Background: an optimization exercise with open tools, aiming at small area, a short achievable clock period and few clock cycles per item. Do not read the settings as production practice. In this exercise RTL edits were held to simulation tests only and were not proved equivalent to the original. Power figures rest on the tool's default switching activity, not on a simulated workload.

--- flow/flow/run.sh ---
#!/bin/bash
# The standard layout (standard.sh) with two changes:
#  - after the standard synthesis, flow/fa_polarity.py re-polarises the full adders
#    of the synthesized netlist to drop the inverters between them (same function,
#    same registers, same cells otherwise);
#  - the port buffers that ORFS puts on every input and output are BUF cells of
#    drive 4 instead of ORFS's default pick.
# MARGIN is ORFS's SETUP_SLACK_MARGIN (how far below the clock period the setup
# repair aims); the clock period and constraints are the standard flow's.
set -euo pipefail
MARGIN=6
PORTBUF=sky130_fd_sc_hd__buf_4
sed -e "s/SETUP_SLACK_MARGIN=[0-9.]*/SETUP_SLACK_MARGIN=$MARGIN/" \
    -e "s/ \"\${@:-finish}\"/ BUFFER_PORTS_ARGS=\"-buffer_cell $PORTBUF\" \"\${@:-finish}\"/" \
    standard.sh > standard_mod.sh
grep -q "SETUP_SLACK_MARGIN=$MARGIN" standard_mod.sh
grep -q "BUFFER_PORTS_ARGS" standard_mod.sh
R=$(pwd)/orfs/results/sky130hd/conv_top/base
bash standard_mod.sh synth > synth.log 2>&1
cp "$R/1_2_yosys.v" yosys_standard.v
python3 flow/fa_polarity.py yosys_standard.v "$R/1_2_yosys.v" > fa_polarity.log 2>&1
touch "$R/1_2_yosys.v"
bash standard_mod.sh do-1_synth > synth_odb.log 2>&1
bash standard_mod.sh > layout.log 2>&1
--- flow/flow/fa_polarity.py ---
#!/usr/bin/env python3
"""Re-polarise the full adders of a flat sky130 netlist to drop inverters.

A full adder is self-dual: FA(~a, ~b, ~c) = (~cout, ~sum). Yosys's adder
extraction picks each adder's polarity on its own, so chains of adders are often
joined through inverters. This picks a polarity per full adder (flipping one
complements all its pins) that needs as few inverters as possible, then rewires
the netlist: every signal is taken from its driver, through one shared inverter
where the polarity differs. Registers, ports and all other cells are untouched
except for which net feeds their inputs. The function is unchanged.

usage: fa_polarity.py IN.v OUT.v
"""
import re, sys, random, collections

OUT_PINS = {"X", "Y", "Q", "Q_N", "SUM", "COUT", "HI", "LO"}
INV_RE = re.compile(r"^sky130_fd_sc_hd__inv_\d+$")
FA_RE = re.compile(r"^sky130_fd_sc_hd__fa_\d+$")

src = open(sys.argv[1]).read()
m = re.search(r"\bmodule\s+(\S+)\s*\((.*?)\);(.*)\bendmodule", src, re.S)
head_end = m.start(3)
body = m.group(3)

# statements of the body
stmts = [s.strip() for s in re.split(r";\s*\n", body) if s.strip()]
decls = []   # input/output/wire declarations, kept as is
cells = []   # [type, name, [(pin, net)], ]
other = []
cell_re = re.compile(r"^(\S+)\s+(\S+)\s*\((.*)\)$", re.S)
pin_re = re.compile(r"\.(\w+)\s*\(\s*(.*?)\s*\)\s*(?:,|$)", re.S)
ports_out = set()
ports_in = set()
for s in stmts:
    s2 = s.rstrip(";").strip()
    w = s2.split()[0]
    if w in ("input", "output", "wire", "inout"):
        decls.append(s2)
        toks = s2.replace(",", " ").split()
        names = [t for t in toks[1:] if not t.startswith("[")]
        rng = re.search(r"\[(\d+):(\d+)\]", s2)
        for n in names:
            if w == "wire":
                continue
            if rng:
                hi, lo = int(rng.group(1)), int(rng.group(2))
                bits = [f"{n}[{i}]" for i in range(min(hi, lo), max(hi, lo) + 1)]
            else:
                bits = [n]
            (ports_out if w == "output" else ports_in).update(bits)
        continue
    if w == "assign":
        other.append(s2)
        continue
    mm = cell_re.match(s2)
    if not mm:
        other.append(s2)
        continue
    pins = [(p, n.strip()) for p, n in pin_re.findall(mm.group(3))]
    cells.append([mm.group(1), mm.group(2), pins])

if any(o.startswith("assign") for o in other):
    # nets joined by assigns would need aliasing; leave such netlists alone
    open(sys.argv[2], "w").write(src)
    print("assign statements present: netlist left unchanged")
    sys.exit(0)

def norm(n):
    return n.replace(" ", "")

def is_const(n):
    return "'" in n

driver = {}
for ci, (t, name, pins) in enumerate(cells):
    for p, n in pins:
        if p in OUT_PINS and not is_const(n):
            driver[norm(n)] = (ci, p)

# inverters that may be removed: output not a port
inv_cells = set()
for ci, (t, name, pins) in enumerate(cells):
    if INV_RE.match(t):
        d = dict(pins)
        if norm(d["Y"]) not in ports_out:
            inv_cells.add(ci)

def root(n):
    n = norm(n)
    par = 0
    seen = 0
    while n in driver and driver[n][0] in inv_cells and seen < 100:
        ci = driver[n][0]
        n = norm(dict(cells[ci][2])["A"])
        par ^= 1
        seen += 1
    return n, par

fa_cells = [ci for ci, c in enumerate(cells) if FA_RE.match(c[0])]
fa_index = {ci: k for k, ci in enumerate(fa_cells)}

# loads: (cell index or None for port, pin, root net, parity)
loads = collections.defaultdict(list)   # root -> list of (ci, pin, par)
for ci, (t, name, pins) in enumerate(cells):
    if ci in inv_cells:
        continue
    for p, n in pins:
        if p in OUT_PINS or is_const(n):
            continue
        r, par = root(n)
        loads[r].append((ci, p, par))
for pn in ports_out:
    if pn in driver and driver[pn][0] in inv_cells:
        pass  # not possible: such inverters are kept
# roots driven by a kept inverter whose output is a port: those are ordinary cells

flip = [0] * len(fa_cells)

def provided(r):
    d = driver.get(r)
    if d and d[0] in fa_index:
        return flip[fa_index[d[0]]]
    return 0

def need(ci, p, par):
    if ci in fa_index and p in ("A", "B", "CIN"):
        return par ^ flip[fa_index[ci]]
    return par

def root_cost(r):
    q = provided(r)
    for ci, p, par in loads[r]:
        if need(ci, p, par) != q:
            return 1
    return 0

# roots touched by each fa
fa_roots = []
for ci in fa_cells:
    rs = set()
    for p, n in cells[ci][2]:
        if is_const(n):
            continue
        if p in OUT_PINS:
            rs.add(norm(n))
        else:
            rs.add(root(n)[0])
    fa_roots.append(rs)

def total():
    return sum(root_cost(r) for r in loads)

best = total()
print("inverters before:", len(inv_cells), "needed with current polarity:", best)
improved = True
it = 0
while improved and it < 50:
    improved = False
    it += 1
    order = list(range(len(fa_cells)))
    random.Random(it).shuffle(order)
    for k in order:
        before = sum(root_cost(r) for r in fa_roots[k])
        flip[k] ^= 1
        after = sum(root_cost(r) for r in fa_roots[k])
        if after < before:
            improved = True
        else:
            flip[k] ^= 1
# simulated annealing on top of the greedy result
import math
rng = random.Random(12345)
cur = total()
bestflip = flip[:]
bestcost = cur
T = 1.0
steps = 400000
for st in range(steps):
    T = 1.0 * (1 - st / steps) + 0.02
    k = rng.randrange(len(fa_cells))
    before = sum(root_cost(r) for r in fa_roots[k])
    flip[k] ^= 1
    after = sum(root_cost(r) for r in fa_roots[k])
    d = after - before
    if d <= 0 or rng.random() < math.exp(-d / T):
        cur += d
        if cur < bestcost:
            bestcost = cur
            bestflip = flip[:]
    else:
        flip[k] ^= 1
flip[:] = bestflip
final = total()
print("inverters needed after polarity choice:", final, "flipped:", sum(flip))

# rewrite
newinv = {}
uid = 0
def inv_net(r):
    global uid
    if r not in newinv:
        uid += 1
        newinv[r] = (f"_fapol_inv_{uid}_", f"_fapol_n_{uid}_")
    return newinv[r][1]

def fmt(n):
    return n if (n.startswith("\\") is False) else n + " "

netname = {}
for ci, (t, name, pins) in enumerate(cells):
    for p, n in pins:
        netname.setdefault(norm(n), n)

for r in loads:
    q = provided(r)
    for ci, p, par in loads[r]:
        want = need(ci, p, par)
        pins = cells[ci][2]
        for k, (pp, n) in enumerate(pins):
            if pp == p:
                if want == q:
                    pins[k] = (pp, netname.get(r, r))
                else:
                    pins[k] = (pp, inv_net(r))

out = [src[:head_end]]
for d in decls:
    out.append("  " + d + " ;\n")
for r, (iname, nnet) in newinv.items():
    out.append(f"  wire {nnet};\n")
for ci, (t, name, pins) in enumerate(cells):
    if ci in inv_cells:
        continue
    conn = ",\n".join(f"    .{p}({n if not n.startswith(chr(92)) else n.rstrip() + ' '})" for p, n in pins)
    out.append(f"  {t} {name} (\n{conn}\n  );\n")
for r, (iname, nnet) in newinv.items():
    rn = netname.get(r, r)
    if rn.startswith("\\"):
        rn = rn.rstrip() + " "
    out.append(f"  sky130_fd_sc_hd__inv_1 {iname} (\n    .A({rn}),\n    .Y({nnet})\n  );\n")
out.append("endmodule\n")
open(sys.argv[2], "w").write("".join(out))
print("inverters written:", len(newinv), "kept port inverters:",
      sum(1 for ci, c in enumerate(cells) if INV_RE.match(c[0]) and ci not in inv_cells))
--- flow/standard.sh ---
#!/bin/bash
# synth_recipe.tcl (not shown) runs the flow's synth.tcl, then flattens the netlist and writes it again
# the make line also repeats each setting of config.mk as NAME=value (left out here)
make -C /OpenROAD-flow-scripts/flow DESIGN_CONFIG=/design/flow/config.mk WORK_HOME=/design/flow/orfs CLKGATE_MAP_FILE= SYNTH_SCRIPT=/design/flow/synth_recipe.tcl "${@:-finish}"
--- flow/config.mk ---
export PLATFORM = sky130hd
export DESIGN_NAME = conv_top
export DESIGN_NICKNAME = conv_top
export VERILOG_FILES = /design/flow/design.v
export SDC_FILE = /design/flow/constraint.sdc
export NUM_CORES = 8
export LEC_CHECK = 0
export CAP_MARGIN = 20
export CORE_MARGIN = 2
export CORE_UTILIZATION = 65
export CTS_BUF_LIST = sky130_fd_sc_hd__clkbuf_8
export CTS_CLUSTER_DIAMETER = 50
export CTS_CLUSTER_SIZE = 18
export SETUP_SLACK_MARGIN = 5
export SLEW_MARGIN = 20
--- flow/constraint.sdc ---
create_clock -name core_clock -period 11.0 [get_ports {clk}]
set_input_delay 2.2000 -clock core_clock [delete_from_list [all_inputs] [get_ports {clk}]]
set_output_delay 2.2000 -clock core_clock [all_outputs]
set_load 0.01 [all_outputs]
--- flow/design.v ---
`default_nettype none
package cnn_pkg;
	localparam int PIX_W = 8;
	localparam int WGT_W = 4;
	localparam int N_CH = 4;
	localparam int PATCH = 4;
	localparam int KSIZE = 3;
	localparam int N_POS = 4;
	localparam int FEAT_W = 8;
	localparam int FEAT_MAX = 127;
	localparam int ACC_DEFAULT = 20;
	localparam int ADDR_W = 6;
	localparam logic [ADDR_W-1:0] REG_PIX_BASE = ADDR_W'(0);
	localparam logic [ADDR_W-1:0] REG_WGT_BASE = ADDR_W'(16);
	localparam logic [ADDR_W-1:0] REG_BIAS = ADDR_W'(28);
	localparam logic [ADDR_W-1:0] REG_CMD = ADDR_W'(29);
	localparam logic [ADDR_W-1:0] REG_STATUS = ADDR_W'(30);
	localparam logic [ADDR_W-1:0] REG_FEAT = ADDR_W'(31);
	localparam logic [ADDR_W-1:0] REG_MAX = ADDR_W'(32);
	typedef enum logic [1:0] {
		CMD_NOP = 2'd0,
		CMD_START = 2'd1,
		CMD_CLEAR = 2'd2
	} cmd_e;
	typedef enum logic [2:0] {
		S_IDLE,
		S_WINDOW,
		S_MAC,
		S_QUANT,
		S_POOL,
		S_DONE
	} run_state_e;
endpackage
`default_nettype wire
`default_nettype none
module kernel_mac (
	input  logic [8:0]  a0, a1, a2,
	input  logic [4:0]  b0, b1, b2,
	input  logic [17:0] s_i,
	input  logic [17:0] c_i,
	output logic [17:0] s_o,
	output logic [17:0] c_o
);
	logic t0, t1, t2, t3, t4, t5, t6, t7, t8, t9, t10, t11, t12, t13, t14, t15;
	logic t16, t17, t18, t19, t20, t21, t22, t23, t24, t25, t26, t27, t28, t29, t30, t31;
	logic t32, t33, t34, t35, t36, t37, t38, t39, t40, t41, t42, t43, t44, t45, t46, t47;
	logic t48, t49, t50, t51, t52, t53, t54, t55, t56, t57, t58, t59, t60, t61, t62, t63;
	logic t64, t65, t66, t67, t68, t69, t70, t71, t72, t73, t74, t75, t76, t77, t78, t79;
	logic t80, t81, t82, t83, t84, t85, t86, t87, t88, t89, t90, t91, t92, t93, t94, t95;
	logic t96, t97, t98, t99, t100, t101, t102, t103, t104, t105, t106, t107, t108, t109, t110, t111;
	logic t112, t113, t114, t115, t116, t117, t118, t119, t120, t121, t122, t123, t124, t125, t126, t127;
	logic t128, t129, t130, t131, t132, t133, t134, t135, t136, t137, t138, t139, t140, t141, t142, t143;
	logic t144, t145, t146, t147, t148, t149, t150, t151, t152, t153, t154, t155, t156, t157, t158, t159;
	logic t160, t161, t162, t163, t164, t165, t166, t167, t168, t169, t170, t171, t172, t173, t174, t175;
	logic t176, t177, t178, t179, t180, t181, t182, t183, t184, t185, t186, t187, t188, t189, t190, t191;
	logic t192, t193, t194, t195, t196, t197, t198, t199, t200, t201, t202, t203, t204, t205, t206, t207;
	logic t208, t209, t210, t211, t212, t213, t214, t215, t216, t217, t218, t219, t220, t221, t222, t223;
	logic t224, t225, t226, t227, t228, t229, t230, t231, t232, t233, t234, t235, t236, t237, t238, t239;
	logic t240, t241, t242, t243, t244, t245, t246, t247, t248, t249, t250, t251, t252, t253, t254, t255;
	logic t256, t257, t258, t259, t260, t261, t262, t263, t264, t265, t266, t267, t268, t269, t270, t271;
	logic t272, t273, t274, t275, t276, t277, t278, t279, t280, t281, t282, t283, t284, t285, t286, t287;
	logic t288, t289, t290, t291, t292, t293, t294, t295, t296, t297, t298, t299, t300, t301;
	assign t0 = c_i[0] ^ s_i[0] ^ (a0[0] & b0[0]);
	assign t1 = (c_i[0] & s_i[0]) | ((a0[0] & b0[0]) & (c_i[0] ^ s_i[0]));
	assign t2 = (a1[0] & b1[0]) ^ (a2[0] & b2[0]);
	assign t3 = (a1[0] & b1[0]) & (a2[0] & b2[0]);
	assign t4 = c_i[1] ^ s_i[1] ^ (a0[0] & b0[1]);
	assign t5 = (c_i[1] & s_i[1]) | ((a0[0] & b0[1]) & (c_i[1] ^ s_i[1]));
	assign t6 = (a1[0] & b1[1]) ^ (a2[0] & b2[1]) ^ (a0[1] & b0[0]);
	assign t7 = ((a1[0] & b1[1]) & (a2[0] & b2[1])) | ((a0[1] & b0[0]) & ((a1[0] & b1[1]) ^ (a2[0] & b2[1])));
	assign t8 = (a1[1] & b1[0]) ^ (a2[1] & b2[0]) ^ t3;
	assign t9 = ((a1[1] & b1[0]) & (a2[1] & b2[0])) | (t3 & ((a1[1] & b1[0]) ^ (a2[1] & b2[0])));
	assign t10 = t1 ^ t4 ^ t6;
	assign t11 = (t1 & t4) | (t6 & (t1 ^ t4));
	assign t12 = c_i[2] ^ s_i[2] ^ (a0[0] & b0[2]);
	assign t13 = (c_i[2] & s_i[2]) | ((a0[0] & b0[2]) & (c_i[2] ^ s_i[2]));
	assign t14 = (a1[0] & b1[2]) ^ (a2[0] & b2[2]) ^ (a0[1] & b0[1]);
	assign t15 = ((a1[0] & b1[2]) & (a2[0] & b2[2])) | ((a0[1] & b0[1]) & ((a1[0] & b1[2]) ^ (a2[0] & b2[2])));
	assign t16 = (a1[1] & b1[1]) ^ (a2[1] & b2[1]) ^ (a0[2] & b0[0]);
	assign t17 = ((a1[1] & b1[1]) & (a2[1] & b2[1])) | ((a0[2] & b0[0]) & ((a1[1] & b1[1]) ^ (a2[1] & b2[1])));
	assign t18 = (a1[2] & b1[0]) ^ (a2[2] & b2[0]) ^ t5;
	assign t19 = ((a1[2] & b1[0]) & (a2[2] & b2[0])) | (t5 & ((a1[2] & b1[0]) ^ (a2[2] & b2[0])));
	assign t20 = t12 ^ t7 ^ t14;
	assign t21 = (t12 & t7) | (t14 & (t12 ^ t7));
	assign t22 = t9 ^ t16 ^ t18;
	assign t23 = (t9 & t16) | (t18 & (t9 ^ t16));
	assign t24 = t11 ^ t20;
	assign t25 = t11 & t20;
	assign t26 = c_i[3] ^ s_i[3] ^ (a0[0] & b0[3]);
	assign t27 = (c_i[3] & s_i[3]) | ((a0[0] & b0[3]) & (c_i[3] ^ s_i[3]));
	assign t28 = (a1[0] & b1[3]) ^ (a2[0] & b2[3]) ^ (a0[1] & b0[2]);
	assign t29 = ((a1[0] & b1[3]) & (a2[0] & b2[3])) | ((a0[1] & b0[2]) & ((a1[0] & b1[3]) ^ (a2[0] & b2[3])));
	assign t30 = (a1[1] & b1[2]) ^ (a2[1] & b2[2]) ^ (a0[2] & b0[1]);
	assign t31 = ((a1[1] & b1[2]) & (a2[1] & b2[2])) | ((a0[2] & b0[1]) & ((a1[1] & b1[2]) ^ (a2[1] & b2[2])));
	assign t32 = (a1[2] & b1[1]) ^ (a2[2] & b2[1]) ^ (a0[3] & b0[0]);
	assign t33 = ((a1[2] & b1[1]) & (a2[2] & b2[1])) | ((a0[3] & b0[0]) & ((a1[2] & b1[1]) ^ (a2[2] & b2[1])));
	assign t34 = (a1[3] & b1[0]) ^ (a2[3] & b2[0]) ^ t13;
	assign t35 = ((a1[3] & b1[0]) & (a2[3] & b2[0])) | (t13 & ((a1[3] & b1[0]) ^ (a2[3] & b2[0])));
	assign t36 = t26 ^ t15 ^ t28;
	assign t37 = (t26 & t15) | (t28 & (t26 ^ t15));
	assign t38 = t17 ^ t30 ^ t32;
	assign t39 = (t17 & t30) | (t32 & (t17 ^ t30));
	assign t40 = t19 ^ t34 ^ t21;
	assign t41 = (t19 & t34) | (t21 & (t19 ^ t34));
	assign t42 = t36 ^ t38 ^ t25;
	assign t43 = (t36 & t38) | (t25 & (t36 ^ t38));
	assign t44 = t23 ^ t40;
	assign t45 = t23 & t40;
	assign t46 = 1'b1 ^ c_i[4] ^ s_i[4];
	assign t47 = (1'b1 & c_i[4]) | (s_i[4] & (1'b1 ^ c_i[4]));
	assign t48 = t46 ^ ~(a0[0] & b0[4]) ^ ~(a1[0] & b1[4]);
	assign t49 = (t46 & ~(a0[0] & b0[4])) | (~(a1[0] & b1[4]) & (t46 ^ ~(a0[0] & b0[4])));
	assign t50 = ~(a2[0] & b2[4]) ^ (a0[1] & b0[3]) ^ (a1[1] & b1[3]);
	assign t51 = (~(a2[0] & b2[4]) & (a0[1] & b0[3])) | ((a1[1] & b1[3]) & (~(a2[0] & b2[4]) ^ (a0[1] & b0[3])));
	assign t52 = (a2[1] & b2[3]) ^ (a0[2] & b0[2]) ^ (a1[2] & b1[2]);
	assign t53 = ((a2[1] & b2[3]) & (a0[2] & b0[2])) | ((a1[2] & b1[2]) & ((a2[1] & b2[3]) ^ (a0[2] & b0[2])));
	assign t54 = (a2[2] & b2[2]) ^ (a0[3] & b0[1]) ^ (a1[3] & b1[1]);
	assign t55 = ((a2[2] & b2[2]) & (a0[3] & b0[1])) | ((a1[3] & b1[1]) & ((a2[2] & b2[2]) ^ (a0[3] & b0[1])));
	assign t56 = (a2[3] & b2[1]) ^ t27 ^ (a0[4] & b0[0]);
	assign t57 = ((a2[3] & b2[1]) & t27) | ((a0[4] & b0[0]) & ((a2[3] & b2[1]) ^ t27));
	assign t58 = (a1[4] & b1[0]) ^ (a2[4] & b2[0]) ^ t48;
	assign t59 = ((a1[4] & b1[0]) & (a2[4] & b2[0])) | (t48 & ((a1[4] & b1[0]) ^ (a2[4] & b2[0])));
	assign t60 = t29 ^ t50 ^ t31;
	assign t61 = (t29 & t50) | (t31 & (t29 ^ t50));
	assign t62 = t52 ^ t33 ^ t54;
	assign t63 = (t52 & t33) | (t54 & (t52 ^ t33));
	assign t64 = t35 ^ t56 ^ t58;
	assign t65 = (t35 & t56) | (t58 & (t35 ^ t56));
	assign t66 = t37 ^ t60 ^ t39;
	assign t67 = (t37 & t60) | (t39 & (t37 ^ t60));
	assign t68 = t62 ^ t64 ^ t41;
	assign t69 = (t62 & t64) | (t41 & (t62 ^ t64));
	assign t70 = t66 ^ t45 ^ t43;
	assign t71 = (t66 & t45) | (t43 & (t66 ^ t45));
	assign t72 = 1'b1 ^ c_i[5] ^ s_i[5];
	assign t73 = (1'b1 & c_i[5]) | (s_i[5] & (1'b1 ^ c_i[5]));
	assign t74 = t47 ^ t72 ^ ~(a0[1] & b0[4]);
	assign t75 = (t47 & t72) | (~(a0[1] & b0[4]) & (t47 ^ t72));
	assign t76 = ~(a1[1] & b1[4]) ^ ~(a2[1] & b2[4]) ^ (a0[2] & b0[3]);
	assign t77 = (~(a1[1] & b1[4]) & ~(a2[1] & b2[4])) | ((a0[2] & b0[3]) & (~(a1[1] & b1[4]) ^ ~(a2[1] & b2[4])));
	assign t78 = (a1[2] & b1[3]) ^ (a2[2] & b2[3]) ^ (a0[3] & b0[2]);
	assign t79 = ((a1[2] & b1[3]) & (a2[2] & b2[3])) | ((a0[3] & b0[2]) & ((a1[2] & b1[3]) ^ (a2[2] & b2[3])));
	assign t80 = (a1[3] & b1[2]) ^ (a2[3] & b2[2]) ^ t49;
	assign t81 = ((a1[3] & b1[2]) & (a2[3] & b2[2])) | (t49 & ((a1[3] & b1[2]) ^ (a2[3] & b2[2])));
	assign t82 = (a0[4] & b0[1]) ^ (a1[4] & b1[1]) ^ (a2[4] & b2[1]);
	assign t83 = ((a0[4] & b0[1]) & (a1[4] & b1[1])) | ((a2[4] & b2[1]) & ((a0[4] & b0[1]) ^ (a1[4] & b1[1])));
	assign t84 = t51 ^ (a0[5] & b0[0]) ^ (a1[5] & b1[0]);
	assign t85 = (t51 & (a0[5] & b0[0])) | ((a1[5] & b1[0]) & (t51 ^ (a0[5] & b0[0])));
	assign t86 = (a2[5] & b2[0]) ^ t74 ^ t53;
	assign t87 = ((a2[5] & b2[0]) & t74) | (t53 & ((a2[5] & b2[0]) ^ t74));
	assign t88 = t76 ^ t55 ^ t78;
	assign t89 = (t76 & t55) | (t78 & (t76 ^ t55));
	assign t90 = t57 ^ t59 ^ t80;
	assign t91 = (t57 & t59) | (t80 & (t57 ^ t59));
	assign t92 = t82 ^ t84 ^ t61;
	assign t93 = (t82 & t84) | (t61 & (t82 ^ t84));
	assign t94 = t86 ^ t63 ^ t88;
	assign t95 = (t86 & t63) | (t88 & (t86 ^ t63));
	assign t96 = t90 ^ t65 ^ t92;
	assign t97 = (t90 & t65) | (t92 & (t90 ^ t65));
	assign t98 = t67 ^ t94 ^ t69;
	assign t99 = (t67 & t94) | (t69 & (t67 ^ t94));
	assign t100 = t96 ^ t71;
	assign t101 = t96 & t71;
	assign t102 = c_i[6] ^ s_i[6] ^ t73;
	assign t103 = (c_i[6] & s_i[6]) | (t73 & (c_i[6] ^ s_i[6]));
	assign t104 = t102 ^ ~(a0[2] & b0[4]) ^ ~(a1[2] & b1[4]);
	assign t105 = (t102 & ~(a0[2] & b0[4])) | (~(a1[2] & b1[4]) & (t102 ^ ~(a0[2] & b0[4])));
	assign t106 = ~(a2[2] & b2[4]) ^ (a0[3] & b0[3]) ^ (a1[3] & b1[3]);
	assign t107 = (~(a2[2] & b2[4]) & (a0[3] & b0[3])) | ((a1[3] & b1[3]) & (~(a2[2] & b2[4]) ^ (a0[3] & b0[3])));
	assign t108 = (a2[3] & b2[3]) ^ (a0[4] & b0[2]) ^ (a1[4] & b1[2]);
	assign t109 = ((a2[3] & b2[3]) & (a0[4] & b0[2])) | ((a1[4] & b1[2]) & ((a2[3] & b2[3]) ^ (a0[4] & b0[2])));
	assign t110 = (a2[4] & b2[2]) ^ t75 ^ (a0[5] & b0[1]);
	assign t111 = ((a2[4] & b2[2]) & t75) | ((a0[5] & b0[1]) & ((a2[4] & b2[2]) ^ t75));
	assign t112 = (a1[5] & b1[1]) ^ (a2[5] & b2[1]) ^ t77;
	assign t113 = ((a1[5] & b1[1]) & (a2[5] & b2[1])) | (t77 & ((a1[5] & b1[1]) ^ (a2[5] & b2[1])));
	assign t114 = (a0[6] & b0[0]) ^ (a1[6] & b1[0]) ^ (a2[6] & b2[0]);
	assign t115 = ((a0[6] & b0[0]) & (a1[6] & b1[0])) | ((a2[6] & b2[0]) & ((a0[6] & b0[0]) ^ (a1[6] & b1[0])));
	assign t116 = t104 ^ t79 ^ t106;
	assign t117 = (t104 & t79) | (t106 & (t104 ^ t79));
	assign t118 = t81 ^ t83 ^ t108;
	assign t119 = (t81 & t83) | (t108 & (t81 ^ t83));
	assign t120 = t85 ^ t110 ^ t87;
	assign t121 = (t85 & t110) | (t87 & (t85 ^ t110));
	assign t122 = t112 ^ t114 ^ t89;
	assign t123 = (t112 & t114) | (t89 & (t112 ^ t114));
	assign t124 = t116 ^ t91 ^ t118;
	assign t125 = (t116 & t91) | (t118 & (t116 ^ t91));
	assign t126 = t93 ^ t120 ^ t122;
	assign t127 = (t93 & t120) | (t122 & (t93 ^ t120));
	assign t128 = t95 ^ t124 ^ t97;
	assign t129 = (t95 & t124) | (t97 & (t95 ^ t124));
	assign t130 = t126 ^ t99 ^ t101;
	assign t131 = (t126 & t99) | (t101 & (t126 ^ t99));
	assign t132 = c_i[7] ^ s_i[7] ^ t103;
	assign t133 = (c_i[7] & s_i[7]) | (t103 & (c_i[7] ^ s_i[7]));
	assign t134 = t132 ^ ~(a0[3] & b0[4]) ^ ~(a1[3] & b1[4]);
	assign t135 = (t132 & ~(a0[3] & b0[4])) | (~(a1[3] & b1[4]) & (t132 ^ ~(a0[3] & b0[4])));
	assign t136 = ~(a2[3] & b2[4]) ^ (a0[4] & b0[3]) ^ (a1[4] & b1[3]);
	assign t137 = (~(a2[3] & b2[4]) & (a0[4] & b0[3])) | ((a1[4] & b1[3]) & (~(a2[3] & b2[4]) ^ (a0[4] & b0[3])));
	assign t138 = (a2[4] & b2[3]) ^ (a0[5] & b0[2]) ^ (a1[5] & b1[2]);
	assign t139 = ((a2[4] & b2[3]) & (a0[5] & b0[2])) | ((a1[5] & b1[2]) & ((a2[4] & b2[3]) ^ (a0[5] & b0[2])));
	assign t140 = (a2[5] & b2[2]) ^ t105 ^ (a0[6] & b0[1]);
	assign t141 = ((a2[5] & b2[2]) & t105) | ((a0[6] & b0[1]) & ((a2[5] & b2[2]) ^ t105));
	assign t142 = (a1[6] & b1[1]) ^ (a2[6] & b2[1]) ^ t107;
	assign t143 = ((a1[6] & b1[1]) & (a2[6] & b2[1])) | (t107 & ((a1[6] & b1[1]) ^ (a2[6] & b2[1])));
	assign t144 = (a0[7] & b0[0]) ^ (a1[7] & b1[0]) ^ (a2[7] & b2[0]);
	assign t145 = ((a0[7] & b0[0]) & (a1[7] & b1[0])) | ((a2[7] & b2[0]) & ((a0[7] & b0[0]) ^ (a1[7] & b1[0])));
	assign t146 = t134 ^ t109 ^ t136;
	assign t147 = (t134 & t109) | (t136 & (t134 ^ t109));
	assign t148 = t111 ^ t138 ^ t113;
	assign t149 = (t111 & t138) | (t113 & (t111 ^ t138));
	assign t150 = t115 ^ t140 ^ t117;
	assign t151 = (t115 & t140) | (t117 & (t115 ^ t140));
	assign t152 = t142 ^ t144 ^ t119;
	assign t153 = (t142 & t144) | (t119 & (t142 ^ t144));
	assign t154 = t146 ^ t121 ^ t148;
	assign t155 = (t146 & t121) | (t148 & (t146 ^ t121));
	assign t156 = t123 ^ t150 ^ t125;
	assign t157 = (t123 & t150) | (t125 & (t123 ^ t150));
	assign t158 = t152 ^ t154 ^ t127;
	assign t159 = (t152 & t154) | (t127 & (t152 ^ t154));
	assign t160 = t156 ^ t129 ^ t158;
	assign t161 = (t156 & t129) | (t158 & (t156 ^ t129));
	assign t162 = 1'b1 ^ c_i[8] ^ s_i[8];
	assign t163 = (1'b1 & c_i[8]) | (s_i[8] & (1'b1 ^ c_i[8]));
	assign t164 = t162 ^ t133 ^ ~(a0[4] & b0[4]);
	assign t165 = (t162 & t133) | (~(a0[4] & b0[4]) & (t162 ^ t133));
	assign t166 = ~(a1[4] & b1[4]) ^ ~(a2[4] & b2[4]) ^ (a0[5] & b0[3]);
	assign t167 = (~(a1[4] & b1[4]) & ~(a2[4] & b2[4])) | ((a0[5] & b0[3]) & (~(a1[4] & b1[4]) ^ ~(a2[4] & b2[4])));
	assign t168 = (a1[5] & b1[3]) ^ (a2[5] & b2[3]) ^ (a0[6] & b0[2]);
	assign t169 = ((a1[5] & b1[3]) & (a2[5] & b2[3])) | ((a0[6] & b0[2]) & ((a1[5] & b1[3]) ^ (a2[5] & b2[3])));
	assign t170 = (a1[6] & b1[2]) ^ (a2[6] & b2[2]) ^ t135;
	assign t171 = ((a1[6] & b1[2]) & (a2[6] & b2[2])) | (t135 & ((a1[6] & b1[2]) ^ (a2[6] & b2[2])));
	assign t172 = (a0[7] & b0[1]) ^ (a1[7] & b1[1]) ^ (a2[7] & b2[1]);
	assign t173 = ((a0[7] & b0[1]) & (a1[7] & b1[1])) | ((a2[7] & b2[1]) & ((a0[7] & b0[1]) ^ (a1[7] & b1[1])));
	assign t174 = t137 ^ ~(a0[8] & b0[0]) ^ ~(a1[8] & b1[0]);
	assign t175 = (t137 & ~(a0[8] & b0[0])) | (~(a1[8] & b1[0]) & (t137 ^ ~(a0[8] & b0[0])));
	assign t176 = ~(a2[8] & b2[0]) ^ t164 ^ t139;
	assign t177 = (~(a2[8] & b2[0]) & t164) | (t139 & (~(a2[8] & b2[0]) ^ t164));
	assign t178 = t166 ^ t141 ^ t168;
	assign t179 = (t166 & t141) | (t168 & (t166 ^ t141));
	assign t180 = t143 ^ t145 ^ t170;
	assign t181 = (t143 & t145) | (t170 & (t143 ^ t145));
	assign t182 = t172 ^ t147 ^ t174;
	assign t183 = (t172 & t147) | (t174 & (t172 ^ t147));
	assign t184 = t176 ^ t149 ^ t178;
	assign t185 = (t176 & t149) | (t178 & (t176 ^ t149));
	assign t186 = t151 ^ t180 ^ t153;
	assign t187 = (t151 & t180) | (t153 & (t151 ^ t180));
	assign t188 = t182 ^ t155 ^ t184;
	assign t189 = (t182 & t155) | (t184 & (t182 ^ t155));
	assign t190 = t157 ^ t186 ^ t159;
	assign t191 = (t157 & t186) | (t159 & (t157 ^ t186));
	assign t192 = t188 ^ t161;
	assign t193 = t188 & t161;
	assign t194 = 1'b1 ^ c_i[9] ^ s_i[9];
	assign t195 = (1'b1 & c_i[9]) | (s_i[9] & (1'b1 ^ c_i[9]));
	assign t196 = t163 ^ t194 ^ ~(a0[5] & b0[4]);
	assign t197 = (t163 & t194) | (~(a0[5] & b0[4]) & (t163 ^ t194));
	assign t198 = ~(a1[5] & b1[4]) ^ ~(a2[5] & b2[4]) ^ (a0[6] & b0[3]);
	assign t199 = (~(a1[5] & b1[4]) & ~(a2[5] & b2[4])) | ((a0[6] & b0[3]) & (~(a1[5] & b1[4]) ^ ~(a2[5] & b2[4])));
	assign t200 = (a1[6] & b1[3]) ^ (a2[6] & b2[3]) ^ (a0[7] & b0[2]);
	assign t201 = ((a1[6] & b1[3]) & (a2[6] & b2[3])) | ((a0[7] & b0[2]) & ((a1[6] & b1[3]) ^ (a2[6] & b2[3])));
	assign t202 = (a1[7] & b1[2]) ^ (a2[7] & b2[2]) ^ t165;
	assign t203 = ((a1[7] & b1[2]) & (a2[7] & b2[2])) | (t165 & ((a1[7] & b1[2]) ^ (a2[7] & b2[2])));
	assign t204 = ~(a0[8] & b0[1]) ^ ~(a1[8] & b1[1]) ^ ~(a2[8] & b2[1]);
	assign t205 = (~(a0[8] & b0[1]) & ~(a1[8] & b1[1])) | (~(a2[8] & b2[1]) & (~(a0[8] & b0[1]) ^ ~(a1[8] & b1[1])));
	assign t206 = t167 ^ t196 ^ t169;
	assign t207 = (t167 & t196) | (t169 & (t167 ^ t196));
	assign t208 = t198 ^ t171 ^ t173;
	assign t209 = (t198 & t171) | (t173 & (t198 ^ t171));
	assign t210 = t200 ^ t175 ^ t202;
	assign t211 = (t200 & t175) | (t202 & (t200 ^ t175));
	assign t212 = t204 ^ t177 ^ t179;
	assign t213 = (t204 & t177) | (t179 & (t204 ^ t177));
	assign t214 = t206 ^ t181 ^ t208;
	assign t215 = (t206 & t181) | (t208 & (t206 ^ t181));
	assign t216 = t183 ^ t210 ^ t185;
	assign t217 = (t183 & t210) | (t185 & (t183 ^ t210));
	assign t218 = t212 ^ t214 ^ t187;
	assign t219 = (t212 & t214) | (t187 & (t212 ^ t214));
	assign t220 = t189 ^ t216 ^ t218;
	assign t221 = (t189 & t216) | (t218 & (t189 ^ t216));
	assign t222 = t191 ^ t220;
	assign t223 = t191 & t220;
	assign t224 = c_i[10] ^ s_i[10] ^ t195;
	assign t225 = (c_i[10] & s_i[10]) | (t195 & (c_i[10] ^ s_i[10]));
	assign t226 = t224 ^ ~(a0[6] & b0[4]) ^ ~(a1[6] & b1[4]);
	assign t227 = (t224 & ~(a0[6] & b0[4])) | (~(a1[6] & b1[4]) & (t224 ^ ~(a0[6] & b0[4])));
	assign t228 = ~(a2[6] & b2[4]) ^ (a0[7] & b0[3]) ^ (a1[7] & b1[3]);
	assign t229 = (~(a2[6] & b2[4]) & (a0[7] & b0[3])) | ((a1[7] & b1[3]) & (~(a2[6] & b2[4]) ^ (a0[7] & b0[3])));
	assign t230 = (a2[7] & b2[3]) ^ ~(a0[8] & b0[2]) ^ ~(a1[8] & b1[2]);
	assign t231 = ((a2[7] & b2[3]) & ~(a0[8] & b0[2])) | (~(a1[8] & b1[2]) & ((a2[7] & b2[3]) ^ ~(a0[8] & b0[2])));
	assign t232 = ~(a2[8] & b2[2]) ^ t197 ^ t199;
	assign t233 = (~(a2[8] & b2[2]) & t197) | (t199 & (~(a2[8] & b2[2]) ^ t197));
	assign t234 = t226 ^ t201 ^ t228;
	assign t235 = (t226 & t201) | (t228 & (t226 ^ t201));
	assign t236 = t203 ^ t205 ^ t230;
	assign t237 = (t203 & t205) | (t230 & (t203 ^ t205));
	assign t238 = t207 ^ t232 ^ t209;
	assign t239 = (t207 & t232) | (t209 & (t207 ^ t232));
	assign t240 = t234 ^ t211 ^ t236;
	assign t241 = (t234 & t211) | (t236 & (t234 ^ t211));
	assign t242 = t213 ^ t215 ^ t238;
	assign t243 = (t213 & t215) | (t238 & (t213 ^ t215));
	assign t244 = t240 ^ t217 ^ t242;
	assign t245 = (t240 & t217) | (t242 & (t240 ^ t217));
	assign t246 = t219 ^ t244 ^ t221;
	assign t247 = (t219 & t244) | (t221 & (t219 ^ t244));
	assign t248 = c_i[11] ^ s_i[11] ^ t225;
	assign t249 = (c_i[11] & s_i[11]) | (t225 & (c_i[11] ^ s_i[11]));
	assign t250 = t248 ^ ~(a0[7] & b0[4]) ^ ~(a1[7] & b1[4]);
	assign t251 = (t248 & ~(a0[7] & b0[4])) | (~(a1[7] & b1[4]) & (t248 ^ ~(a0[7] & b0[4])));
	assign t252 = ~(a2[7] & b2[4]) ^ ~(a0[8] & b0[3]) ^ ~(a1[8] & b1[3]);
	assign t253 = (~(a2[7] & b2[4]) & ~(a0[8] & b0[3])) | (~(a1[8] & b1[3]) & (~(a2[7] & b2[4]) ^ ~(a0[8] & b0[3])));
	assign t254 = ~(a2[8] & b2[3]) ^ t227 ^ t229;
	assign t255 = (~(a2[8] & b2[3]) & t227) | (t229 & (~(a2[8] & b2[3]) ^ t227));
	assign t256 = t250 ^ t231 ^ t252;
	assign t257 = (t250 & t231) | (t252 & (t250 ^ t231));
	assign t258 = t233 ^ t235 ^ t254;
	assign t259 = (t233 & t235) | (t254 & (t233 ^ t235));
	assign t260 = t237 ^ t256 ^ t239;
	assign t261 = (t237 & t256) | (t239 & (t237 ^ t256));
	assign t262 = t258 ^ t241 ^ t243;
	assign t263 = (t258 & t241) | (t243 & (t258 ^ t241));
	assign t264 = t260 ^ t245 ^ t262;
	assign t265 = (t260 & t245) | (t262 & (t260 ^ t245));
	assign t266 = c_i[12] ^ s_i[12] ^ t249;
	assign t267 = (c_i[12] & s_i[12]) | (t249 & (c_i[12] ^ s_i[12]));
	assign t268 = t266 ^ (a0[8] & b0[4]) ^ (a1[8] & b1[4]);
	assign t269 = (t266 & (a0[8] & b0[4])) | ((a1[8] & b1[4]) & (t266 ^ (a0[8] & b0[4])));
	assign t270 = (a2[8] & b2[4]) ^ t251 ^ t253;
	assign t271 = ((a2[8] & b2[4]) & t251) | (t253 & ((a2[8] & b2[4]) ^ t251));
	assign t272 = t268 ^ t255 ^ t257;
	assign t273 = (t268 & t255) | (t257 & (t268 ^ t255));
	assign t274 = t270 ^ t259 ^ t272;
	assign t275 = (t270 & t259) | (t272 & (t270 ^ t259));
	assign t276 = t261 ^ t274 ^ t263;
	assign t277 = (t261 & t274) | (t263 & (t261 ^ t274));
	assign t278 = 1'b1 ^ c_i[13] ^ s_i[13];
	assign t279 = (1'b1 & c_i[13]) | (s_i[13] & (1'b1 ^ c_i[13]));
	assign t280 = t278 ^ t267 ^ t269;
	assign t281 = (t278 & t267) | (t269 & (t278 ^ t267));
	assign t282 = t271 ^ t280 ^ t273;
	assign t283 = (t271 & t280) | (t273 & (t271 ^ t280));
	assign t284 = t275 ^ t282;
	assign t285 = t275 & t282;
	assign t286 = c_i[14] ^ s_i[14] ^ t279;
	assign t287 = (c_i[14] & s_i[14]) | (t279 & (c_i[14] ^ s_i[14]));
	assign t288 = t286 ^ t281 ^ t283;
	assign t289 = (t286 & t281) | (t283 & (t286 ^ t281));
	assign t290 = 1'b1 ^ c_i[15] ^ s_i[15];
	assign t291 = (1'b1 & c_i[15]) | (s_i[15] & (1'b1 ^ c_i[15]));
	assign t292 = t290 ^ t287;
	assign t293 = t290 & t287;
	assign t294 = 1'b1 ^ c_i[16] ^ s_i[16];
	assign t295 = (1'b1 & c_i[16]) | (s_i[16] & (1'b1 ^ c_i[16]));
	assign t296 = t291 ^ t294;
	assign t297 = t291 & t294;
	assign t298 = 1'b1 ^ c_i[17] ^ s_i[17];
	assign t299 = (1'b1 & c_i[17]) | (s_i[17] & (1'b1 ^ c_i[17]));
	assign t300 = t295 ^ t298;
	assign t301 = t295 & t298;
	assign s_o = {t297, t296, t292, t285, t284, t265, t264, t223, t193, t190, t131, t128, t98, t68, t44, t24, t8, t2};
	assign c_o = {t300, t293, t289, t288, t277, t276, t247, t246, t222, t192, t160, t130, t100, t70, t42, t22, t10, t0};
endmodule
`default_nettype wire
`default_nettype none
module conv_top (
	input  logic        clk,
	input  logic        rst_n,
	input  logic        wb_cyc_i,
	input  logic        wb_stb_i,
	input  logic        wb_we_i,
	input  logic [5:0]  wb_adr_i,
	input  logic [31:0] wb_dat_i,
	output logic [31:0] wb_dat_o,
	output logic        wb_ack_o
);
	logic go, go2;
	logic done_q;
	logic req, wr, pix_w, wgt_w, bias_w, cmd_w, start_cmd, clear_cmd;
	logic max_wait;
	assign req = wb_cyc_i && wb_stb_i;
	assign wb_ack_o = req && !(max_wait && wb_adr_i == 6'd32);
	assign wr = req && wb_we_i && rst_n;
	assign max_wait = go || go2;
	assign pix_w = wr && wb_adr_i[5:4] == 2'b00;
	assign wgt_w = wr && wb_adr_i >= 6'd16 && wb_adr_i <= 6'd27;
	assign bias_w = wr && wb_adr_i == 6'd28;
	assign cmd_w = wr && wb_adr_i == 6'd29 && wb_dat_i[31:2] == 30'd0;
	assign start_cmd = cmd_w && wb_dat_i[1:0] == 2'd1;
	assign clear_cmd = cmd_w && wb_dat_i[1:0] == 2'd2;
	logic [15:0] sp0, sp1;
	logic [11:0] sw0, sw1;
	always_comb begin
		sp0 = '0;
		sp1 = '0;
		sw0 = '0;
		sw1 = '0;
		for (int ch = 0; ch < 4; ch++) begin
			for (int r = 0; r < 4; r++) begin
				if (wb_adr_i == 6'(ch * 4 + r)) begin
					sp0[ch * 4 + r] = 1'b1;
					if (r < 3) sw0[ch * 3 + r] = 1'b1;
					if (r > 0) sw1[ch * 3 + r - 1] = 1'b1;
				end
			end
			for (int kr = 0; kr < 3; kr++) begin
				if (wb_adr_i == 6'(16 + ch * 3 + kr)) begin
					sp0[ch * 4 + kr] = 1'b1;
					sp1[ch * 4 + kr + 1] = 1'b1;
					sw0[ch * 3 + kr] = 1'b1;
				end
			end
		end
	end
	logic [31:0] pix [16];
	logic [15:0] pix_v;
	logic [11:0] wgt [12];
	logic [11:0] wgt_v;
	logic signed [3:0] bias;
	always_ff @(posedge clk) begin
		for (int i = 0; i < 16; i++)
			if (wr && wb_adr_i == 6'(i)) pix[i] <= wb_dat_i;
		for (int i = 0; i < 12; i++)
			if (wr && wb_adr_i == 6'(16 + i)) wgt[i] <= wb_dat_i[11:0];
	end
	always_ff @(posedge clk) begin
		if (!rst_n) begin
			pix_v <= '0;
			wgt_v <= '0;
			bias <= '0;
		end else begin
			for (int i = 0; i < 16; i++)
				if (wr && wb_adr_i == 6'(i)) pix_v[i] <= 1'b1;
			for (int i = 0; i < 12; i++)
				if (wr && wb_adr_i == 6'(16 + i)) wgt_v[i] <= 1'b1;
			if (bias_w) bias <= wb_dat_i[3:0];
		end
	end
	logic [31:0] prow0, prow1;
	logic [11:0] wrow0, wrow1;
	logic [31:0] x0_q, x1_q, x2_q;
	logic [11:0] y0_q, y1_q, y2_q;
	always_comb begin
		prow0 = '0;
		prow1 = '0;
		wrow0 = '0;
		wrow1 = '0;
		for (int i = 0; i < 16; i++) begin
			prow0 = prow0 | ({32{sp0[i] & pix_v[i]}} & pix[i]);
			prow1 = prow1 | ({32{sp1[i] & pix_v[i]}} & pix[i]);
		end
		for (int i = 0; i < 12; i++) begin
			wrow0 = wrow0 | ({12{sw0[i] & wgt_v[i]}} & wgt[i]);
			wrow1 = wrow1 | ({12{sw1[i] & wgt_v[i]}} & wgt[i]);
		end
	end
	always_ff @(posedge clk) begin
		if (!rst_n) begin
			y0_q <= '0;
			y1_q <= '0;
			y2_q <= '0;
		end else begin
			y0_q <= pix_w ? wrow0 : (wgt_w ? wb_dat_i[11:0] : 12'd0);
			y1_q <= wgt_w ? wrow0 : 12'd0;
			y2_q <= pix_w ? wrow1 : (wgt_w ? wb_dat_i[11:0] : 12'd0);
		end
	end
	always_ff @(posedge clk) begin
		x0_q <= pix_w ? wb_dat_i : prow0;
		x1_q <= pix_w ? prow0 : 32'd0;
		x2_q <= pix_w ? wb_dat_i : prow1;
	end
	logic [8:0] a [2][4];
	logic [4:0] b [2][3];
	always_comb begin
		for (int x = 0; x < 4; x++) begin
			a[0][x] = {1'b0, x0_q[(3-x)*8 +: 8]} - {1'b0, x1_q[(3-x)*8 +: 8]};
			a[1][x] = {1'b0, x2_q[(3-x)*8 +: 8]} - {1'b0, x1_q[(3-x)*8 +: 8]};
		end
		for (int c = 0; c < 3; c++) begin
			b[0][c] = {y0_q[(2-c)*4+3], y0_q[(2-c)*4 +: 4]} - {y1_q[(2-c)*4+3], y1_q[(2-c)*4 +: 4]};
			b[1][c] = {y2_q[(2-c)*4+3], y2_q[(2-c)*4 +: 4]} - {y1_q[(2-c)*4+3], y1_q[(2-c)*4 +: 4]};
		end
	end
	logic [17:0] acc_s [4];
	logic [17:0] acc_c [4];
	logic [17:0] nxt_s [4];
	logic [17:0] nxt_c [4];
	for (genvar p = 0; p < 4; p++) begin : g_pos
		kernel_mac u_mac (
			.a0(a[p/2][p%2]), .a1(a[p/2][p%2 + 1]), .a2(a[p/2][p%2 + 2]),
			.b0(b[p/2][0]), .b1(b[p/2][1]), .b2(b[p/2][2]),
			.s_i(fb_s[p]), .c_i(fb_c[p]), .s_o(nxt_s[p]), .c_o(nxt_c[p])
		);
	end
	logic rst_q;
	logic [17:0] fb_s [4];
	logic [17:0] fb_c [4];
	always_ff @(posedge clk) rst_q <= !rst_n;
	always_comb begin
		for (int p = 0; p < 4; p++) begin
			fb_s[p] = rst_q ? 18'd64 : acc_s[p];
			fb_c[p] = rst_q ? 18'd0 : acc_c[p];
		end
	end
	always_ff @(posedge clk) begin
		for (int p = 0; p < 4; p++) begin
			acc_s[p] <= nxt_s[p];
			acc_c[p] <= nxt_c[p];
		end
	end
	logic [6:0] feat [4];
	logic [6:0] fmax;
	always_ff @(posedge clk) begin
		if (!rst_n) begin
			go <= 1'b0;
			done_q <= 1'b0;
		end else begin
			go <= start_cmd;
			if (start_cmd) done_q <= 1'b1;
			else if (clear_cmd) done_q <= 1'b0;
		end
	end
	logic [6:0] fc [4];
	logic [6:0] fm;
	always_comb begin
		logic ge [4][4];
		for (int p = 0; p < 4; p++) begin
			logic [17:0] sum;
			logic [10:0] f;
			sum = acc_s[p] + acc_c[p] + {{7{bias[3]}}, bias, 7'd0};
			f = sum[17:7];
			fc[p] = f[10] ? 7'd0 : (f[9:7] != 3'd0 ? 7'd127 : f[6:0]);
		end
		for (int i = 0; i < 4; i++)
			for (int j = 0; j < 4; j++)
				ge[i][j] = feat[i] >= feat[j];
		if (ge[0][1] && ge[0][2] && ge[0][3]) fm = feat[0];
		else if (ge[1][2] && ge[1][3]) fm = feat[1];
		else if (ge[2][3]) fm = feat[2];
		else fm = feat[3];
	end
	always_ff @(posedge clk) begin
		if (!rst_n) begin
			for (int p = 0; p < 4; p++) feat[p] <= '0;
			fmax <= '0;
			go2 <= 1'b0;
		end else begin
			if (go) begin
				for (int p = 0; p < 4; p++) feat[p] <= fc[p];
			end
			if (go2) fmax <= fm;
			go2 <= go;
		end
	end
	always_comb begin
		case (wb_adr_i)
			6'd30: wb_dat_o = {30'd0, done_q, 1'b0};
			6'd31: wb_dat_o = {1'b0, feat[0], 1'b0, feat[1], 1'b0, feat[2], 1'b0, feat[3]};
			6'd32: wb_dat_o = {25'd0, fmax};
			default: wb_dat_o = '0;
		endcase
	end
endmodule
`default_nettype wire
==> results of run 1 <==
-- final timing paths --
| path | cells past startpoint | slack (ns) | start | endpoint |
|---|---|---|---|---|
| hold / removal | 1 | 0.48 | pix_v[4] | pix_v[4] |
| hold reg to reg | 1 | 0.48 | pix_v[4] | pix_v[4] |
| setup / recovery | 7 | 5.43 | wb_adr_i[2] | wb_dat_o[3] |
| setup reg to reg | 15 | 5.97 | y0_q[4] | acc_c[1][10] |
-- critical path: stages --
cell and delay, ns:
buf_12 0.11, nor2_4 0.19, nand2_4 0.08, nor3b_4 0.30, buf_6 0.21, a22o_1 0.17
buf_6 0.11
-- final cells by class --
class / instances / area [um^2] / share of cell area (%)
Multi-Input combinational cell: 3398 / 33500 / 48.6
Sequential cell: 1003 / 26700 / 38.7
Timing Repair Buffer: 364 / 3330 / 4.83
Inverter: 418 / 1570 / 2.28
Tap cell: 1243 / 1560 / 2.26
Clock buffer: 100 / 1380 / 2.00
Clock inverter: 85 / 956 / 1.39
Antenna cell: 4 / 10.0 / 0.0145
-- what timing repair did --
action / CTS / global route
buffers inserted: 117 / 63
resized for setup: 304 / 255
setup endpoints to repair: 95 / 76
endpoints found under the hold margin: 0 / 0
cloned: 7 / 2
pin swaps: 125 / 161
-- placed cells by master, fill, tap and decap left out, types with 25 or more instances in the layout --
cell	n
a211o_1	32
nand3_1	47
o21a_1	25
a22o_1	67
a222oi_1	120
mux2_2	33
buf_6	31
buf_4	301
nor2_4	25
o21ai_0	81
ha_1	255
o21ai_2	26
inv_1	396
a22oi_1	242
and2_1	73
a21o_1	39
mux2i_1	27
dfxtp_1	331
clkbuf_8	100
nor2b_1	67
edfxtp_1	656
fa_1	424
a221oi_1	86
xor2_1	31
nor2_1	307
nand2b_1	192
and3_1	48
a21oi_1	67
nand4_1	64
xnor2_1	39
nand2_1	383
fa_2	162
-- registers in the layout, indices dropped and copies added (netlist names) --
signal / flops
x2_q: 32
pix: 512
y2_q: 12
go: 1
go2: 1
y0_q: 12
acc_s: 72
pix_v: 16
x0_q: 32
rst_q: 1
y1_q: 12
feat: 28
x1_q: 32
acc_c: 72
bias: 4
fmax: 7
wgt_v: 12
wgt: 144
done_q: 1
-- metal layers --
metal / global-route usage, % / wire length [um] / vias to the layer above
met5: 0 / 44 / -
met1: 53.6 / 69100 / 21800
met2: 65.9 / 90800 / 3752
met3: 13.5 / 29700 / 1029
met4: 24.3 / 15100 / 6
li1: - / - / 18500
-- where the power goes --
| group | internal (mW) | switching, mW |
|---|---|---|
| Clock | 1.14 | 1.53 |
| Sequential | 4.22 | 0.140 |
| Combinational | 1.52 | 1.86 |
| Total | 6.89 | 3.54 |
==> impl_metrics.ini, run 1 <==
[cells_and_area]
fin_nets = 6190
syn_to_final_growth_pct = 14.2
final_util_pct = 75.0
nFillCells = 6173
instances_no_fill = 6615
final_area_um2 = 69000
drive_above_1_share_pct = 20.7

[routing]
drc = 0
first_pass_iters = 10
vias = 45100
ant_nets = 0
via_per_inst = 6.81
drt_iter0_drc = 7503
postRouteWirelength_mm = 205
wl_per_cell_um = 31.0

[timing]
min_period_ns = 5.57
min_period_over_period_pct = 50.6
rsz0062_at_grt = yes
setup_tns_ns = 0
skew_ns = 0.0759
max_clock_freq_mhz = 180
worst_pin_slew_ns = 1.18
hold_violations = 0
finalMaxSlewViolations = 0
setup_viol_count_final = 0
max-slew-margin-rel_pct = 21.1
hold_ws_ns = 0.476
setup_ws_ns = 5.43

[placement]
dp_hpwl_mm = 128
placed_area_um2 = 62900
routabilityCongestion = 1.06
io_buffers = 71
pre_cts_ws_ns = 4.84
dp.cells = 6236

[logic_synthesis]
yosys_warnings = 25
synthCells = 5058
syn_area_um2 = 60400
avgSynthCellArea_um2 = 11.9

[floorplanning]
rows = 111
pin_count = 76
start_util_pct = 65.7
design.core.area_um2 = 91900
die_width_um = 309
die_area_um2 = 95400
die_height_um = 309

[grt]
grt_overflow_total = 0
grt_pass1_wl_mm = 292
antenna_found_initial = 9
grt_util_all_layers_pct = 42.7
grt_pass1_vias = 45200
grt_max_degree = 60

[clocking]
clkSinkCount = 1003
clk_latency_ns = 0.84
cts_max_path_buffers = 3
htreeDepth = 3
cts-hold-fix-buffers = 0
cts_root_buf = clkbuf_8
cts_buffers = 98
cts_tree = yes
path_clk_slew_ns = 0.10

[critical_path]
worst-setup-path-type = primary input to output pin
crit_arrival_ns = 3.37
endpoint_kind = output pin
crit_fanout = 6
start_kind = primary input
cp_data_required_time_ns = 8.80

[power]
finalPower_mw = 10.4
power.density_nw_per_um2 = 151
max-vdd-ir-drop_mv = 0.157
p_leak_nw = 26.5

[worst_hold_path]
hp-class = flip-flop to flip-flop

[flow_run]
drv_cap = 0

[run_status]
run_status = timing/DRC/antenna clean
Testbench counts, summed over its fixed seeds: cycles 11,761, jobs 512.
==> run 2: changes to the inputs <==
--- a/flow/flow/run.sh
+++ b/flow/flow/run.sh
@@ -8,7 +8,7 @@
 # MARGIN is ORFS's SETUP_SLACK_MARGIN (how far below the clock period the setup
 # repair aims); the clock period and constraints are the standard flow's.
 set -euo pipefail
-MARGIN=6
+MARGIN=5.75
 PORTBUF=sky130_fd_sc_hd__buf_4
 sed -e "s/SETUP_SLACK_MARGIN=[0-9.]*/SETUP_SLACK_MARGIN=$MARGIN/" \
     -e "s/ \"\${@:-finish}\"/ BUFFER_PORTS_ARGS=\"-buffer_cell $PORTBUF\" \"\${@:-finish}\"/" \
==> run 2 against run 1 <==
  * Sequential power about the same
  * Global-route usage down 0.35 points
  * Hold slack worse by 0.013 ns
  * Combinational power down 5%
  * Still clean
  * Non-clock buffer count down 93
  * Flip-flop and latch count unchanged
==> impl_metrics.ini, run 2 <==
[routing]
vias = 44300
ant_nets = 0
drt_iter0_drc = 7385
wl_per_cell_um = 30.8
postRouteWirelength_mm = 201
drc = 0
via_per_inst = 6.80
first_pass_iters = 15

[critical_path]
r2r_setup_slack_ns = 5.84
start_kind = primary input
startpoint = wb_adr_i[5]
r2r_start = y1_q[8]
regToRegEndpoint = acc_c[3][10]
crit_arrival_ns = 3.33
endpoint_kind = output pin
crit_fanout = 6
reg2reg_depth = 14
cp_data_required_time_ns = 8.80
worst-setup-path-type = primary input to output pin

[cells_and_area]
fin_nets = 6096
syn_to_final_growth_pct = 11.2
final_cell_mix = 656 x edfxtp_1, 523 x fa_1, 419 x inv_1, 390 x nand2_1, 341 x dfxtp_1
drive_above_1_share_pct = 15.1
final_util_pct = 73.1
nFillCells = 6417
regMostFlops = pix
top_regs = pix (512), wgt (144)
largest_reg_flops = 512
final_common_cell = edfxtp_1

[grt]
grt_overflow_total = 0
antenna_found_initial = 10
use_met1_pct = 53.6
grt_max_degree = 69
grt_pass1_vias = 44700
grt_pass1_wl_mm = 290
busiest_layer = met2
grt_util_all_layers_pct = 42.4
gr-usage-met2_pct = 65.1
grt_use_met3_pct = 12.8

[power]
pwr-share-clk_pct = 26.3
max-vdd-ir-drop_mv = 0.178
internal_power_mw = 6.80
p_comb_share_pct = 31.2
switching_share_pct = 33.8
p_leak_nw = 26.0
p_sw_mw = 3.47
power.density_nw_per_um2 = 153
seq_power_share_pct = 42.5

[floorplanning]
die_area_um2 = 95400
start_util_pct = 65.7
die_height_um = 309
design.core.area_um2 = 91900
rows = 111
pin_count = 76
die_width_um = 309

[placement]
routabilityCongestion = 1.03
io_buffers = 71
dp_hpwl_mm = 129

[timing]
worst_pin_slew_ns = 1.23
min_period_over_period_pct = 50.2
skew_ns = 0.0691
finalMaxSlewViolations = 0
setup_viol_count_final = 0
max-slew-margin-rel_pct = 17.9
min_period_ns = 5.53
max_clock_freq_mhz = 181
setup_tns_ns = 0
rsz0062_at_grt = yes
hold_violations = 0

[clocking]
cts-hold-fix-buffers = 0
cts_max_path_buffers = 3
htreeDepth = 3
cts_tree = yes
cts_buffers = 98
cts_root_buf = clkbuf_8
path_clk_slew_ns = 0.08
clk_latency_ns = 0.84
clkSinkCount = 1003

[worst_hold_path]
hold-path-endpoint = feat[0][0]
hp-class = flip-flop to flip-flop
holdCritStartpoint = feat[0][0]
hold_depth = 2

[run_status]
run_status = timing/DRC/antenna clean

[flow_run]
drv_cap = 0

[logic_synthesis]
yosys_warnings = 25
avgSynthCellArea_um2 = 11.9
syn_area_um2 = 60400
synthCells = 5058
==> run 2: area by class of cell <==
class	instances	area [um^2]	area share (%)
Multi-Input combinational cell	3397	32500	48.4
Sequential cell	1003	26700	39.7
Timing Repair Buffer	271	2440	3.63
Inverter	418	1570	2.34
Tap cell	1243	1560	2.32
Clock buffer	100	1380	2.05
Clock inverter	85	1010	1.50
Antenna cell	5	12.5	0.0186
==> run 2: worst max-delay path: stages <==
cell	delay [ns]
buf_16	0.11
nand2b_4	0.24
nor3_4	0.28
buf_4	0.21
a22o_1	0.17
buf_6	0.10
==> run 2: metrics by stage <==
step	instances	worst slack, ns	hold WS (ns)	power [mW]	cell area (um^2)
finish	6522	5.47	0.462	10.3	67200
global placement	6237	4.85	0.444	7.40	62800
global route	6519	5.44	0.489	10.9	67200
floorplan	5061	5.11	0.430	6.68	60700
detailed placement	6237	4.81	0.449	7.55	62800
CTS	6482	5.55	0.466	10.2	66300
==> run 2: how the worst max path moves through the flow <==
| stage | endpoint | slack [ns] | cells after the start |
|---|---|---|---|
| CTS | wb_dat_o[4] | 5.55 | 7 |
| floorplan | pix[13][0] | 5.11 | 6 |
| detailed placement | wb_ack_o | 4.81 | 7 |
| global placement | wb_ack_o | 4.85 | 7 |
| finish | wb_dat_o[4] | 5.47 | 6 |
| global route | wb_dat_o[2] | 5.44 | 7 |
==> run 2: power groups by stage <==
stage / Combinational, mW / Clock [mW] / Sequential [mW]
after floorplan: 2.27 / 0 / 4.40
after global placement: 2.95 / 0 / 4.45
after detailed placement: 3.10 / 0 / 4.45
after CTS: 3.17 / 2.71 / 4.36
after global routing: 3.65 / 2.85 / 4.38
final: 3.21 / 2.70 / 4.36
==> run 2: timing repair <==
item	4_1_cts	5_1_grt
pin swaps	44	67
setup endpoints to repair	84	78
cloned	4	2
resized for setup	180	139
setup buffers	56	33
==> run 2: layer usage <==
metal	part of all wire (%)	vias to the layer above	routed length [um]
met1	34	21600	69000
li1	-	18300	-
met2	44	3473	89200
met5	0.096	-	192
met3	14	948	28100
met4	7.2	10	14500
==> run 3: changes to the inputs <==
--- a/flow/flow/run.sh
+++ b/flow/flow/run.sh
@@ -8,7 +8,7 @@
 # MARGIN is ORFS's SETUP_SLACK_MARGIN (how far below the clock period the setup
 # repair aims); the clock period and constraints are the standard flow's.
 set -euo pipefail
-MARGIN=5.75
+MARGIN=5.5
 PORTBUF=sky130_fd_sc_hd__buf_4
 sed -e "s/SETUP_SLACK_MARGIN=[0-9.]*/SETUP_SLACK_MARGIN=$MARGIN/" \
     -e "s/ \"\${@:-finish}\"/ BUFFER_PORTS_ARGS=\"-buffer_cell $PORTBUF\" \"\${@:-finish}\"/" \
==> run 3 against run 2 <==
  * Final area down 1.9%
  * Global-route usage down 0.76 points
  * Still clean on timing, DRC and antenna
  * Sequential power about the same
  * Critical path depth up 2
  * Power down 0.75%
  * Clock-buffer cell count down 4
  * Synthesized cell count unchanged
  * Flip-flop and latch count unchanged
  * Setup slack better by 0.0020 ns
==> impl_metrics.ini, run 3 <==
[power]
p_leak_nw = 25.5
power.density_nw_per_um2 = 155
finalPower_mw = 10.2
max-vdd-ir-drop_mv = 0.130

[floorplanning]
pin_count = 76
design.core.area_um2 = 91900
die_area_um2 = 95400
rows = 111
die_height_um = 309
start_util_pct = 65.7
die_width_um = 309

[worst_hold_path]
hp-class = flip-flop to flip-flop

[grt]
grt_max_degree = 65
grt_overflow_total = 0
antenna_found_initial = 10
grt_util_all_layers_pct = 41.6
grt_pass1_vias = 44000
grt_pass1_wl_mm = 285

[timing]
finalMaxSlewViolations = 0
max_clock_freq_mhz = 181
setup_viol_count_final = 0
min_period_ns = 5.53
hold_violations = 0
rsz0062_at_grt = yes
min_period_over_period_pct = 50.2
max-slew-margin-rel_pct = 20.1
setup_tns_ns = 0
skew_ns = 0.0505
worst_pin_slew_ns = 1.20

[clocking]
cts_root_buf = clkbuf_8
path_clk_slew_ns = 0.09
clkSinkCount = 1003
cts-hold-fix-buffers = 0
cts_max_path_buffers = 3
clk_latency_ns = 0.80
cts_buffers = 95
cts_tree = yes
htreeDepth = 3

[critical_path]
cp_data_required_time_ns = 8.80
crit_arrival_ns = 3.33
crit_family = simple AND/OR/NAND/NOR gates
start_kind = primary input
critPathBufInv = 3
crit_fanout = 13
worstPathCellList = buf_16 -> nor2_4 -> nand2_4 -> nor3b_4 -> buf_12 -> o21ai_2 -> and3_4 -> buf_6
slowest_delay_ns = 0.23
worst-setup-path-type = primary input to output pin
endpoint_kind = output pin
critPathSlowestCell = nor3b_4

[routing]
drt_iter0_drc = 6887
via_per_inst = 6.77
drc = 0
ant_nets = 0
vias = 43700
first_pass_iters = 10
postRouteWirelength_mm = 198
wl_per_cell_um = 30.6

[cells_and_area]
final_cell_mix = 656 x edfxtp_1, 577 x fa_1, 422 x inv_1, 390 x nand2_1, 342 x dfxtp_1
final_common_cell = edfxtp_1
syn_to_final_growth_pct = 9.09
drive_above_1_share_pct = 11.9
final_util_pct = 71.7
final_area_um2 = 65900
fin_nets = 6041
regMostFlops = pix
instances_no_fill = 6456
top_regs = pix (512), wgt (144)
largest_reg_flops = 512

[run_status]
run_status = timing/DRC/antenna clean

[placement]
dp_hpwl_mm = 128
placed_area_um2 = 62700
routabilityCongestion = 1.04
dp.cells = 6237
io_buffers = 71

[logic_synthesis]
yosys_warnings = 25
syn_area_um2 = 60400
avgSynthCellArea_um2 = 11.9
synthCells = 5058

[flow_run]
drv_cap = 0
## run 3: path summary, 6_finish.rpt
path,slack (ns),cells after the start,startpoint,to
worst max-delay path,5.47,8,wb_adr_i[1],wb_ack_o
worst min-delay path,0.47,1,pix_v[4],pix_v[4]
worst max register to register,5.61,13,x2_q[8],acc_c[2][10]
worst min register to register,0.47,1,pix_v[4],pix_v[4]
## run 3: layout make-up
type / count / area (um^2)
multi-input cells: 3396 / 32000
clock inverters: 77 / 968
flip-flops and latches: 1003 / 26700
diodes: 3 / 7.51
fillers: 6573 / 26000
well taps: 1243 / 1560
repair buffers: 220 / 1850
inverters: 418 / 1570
clock buffers: 96 / 1320
## run 3: report_power, final
| group | internal, mW | leakage [nW] | switching [mW] |
|---|---|---|---|
| registers | 4.22 | 8.73 | 0.136 |
| clock network | 1.17 | 1.17 | 1.50 |
| logic | 1.40 | 15.7 | 1.77 |
## run 3: per-layer routing
layer,track usage (%),part of all wire (%),vias up
met2,64.8,45,3433
met5,0,0.046,-
met4,22.8,6.4,14
li1,-,-,18200
met3,11.9,14,861
met1,53.0,35,21200
## run 3: timing repair
item,CTS,global route
pin swaps,11,23
gates cloned,0,2
resized for setup,73,82
endpoints found under the setup margin,68,52
setup buffers,23,18
## run 3: stage by stage
step           hold WS [ns]  setup slack [ns]
2_1_floorplan         0.430              4.21
3_3_place_gp          0.442              4.77
6_report              0.475              5.47
5_1_grt               0.488              5.45
4_1_cts               0.474              5.50
3_5_place_dp          0.449              4.71

[static timing again, ports no longer ideal]
In the flow no input, the clock included, has a driving cell. The finished layouts below were timed again as built, in two steps.
Step 1 sets driving cells, clkbuf_16 on the clock port and buf_2 on the other inputs (assumed; they add their load-dependent delay and slew).
Step 2 times the ports against the registers' clock, not the clock port: input delays grow and output delays shrink by t, the midpoint of the rising clock arrivals with the driver on.
a / b / c = ideal ports / drivers / drivers and shift; a / b = the first two.
run | shift t [ns] | slack for setup (ns) | worst register clock-pin slew, ns | worst data-port slew with drivers (ns)
run 1 | 0.877 | 5.434 / 5.343 / 5.217 | 0.11 / 0.11 | 0.21
run 2 | 0.880 | 5.473 / 5.295 / 5.295 | 0.11 / 0.11 | 0.21
run 3 | 0.843 | 5.475 / 5.332 / 5.332 | 0.11 / 0.11 | 0.23
After both steps setup and hold are still met in every run listed. The setup slack of run 1, which loses most, moves by -0.091 ns with the drivers and by -0.217 ns with both steps.
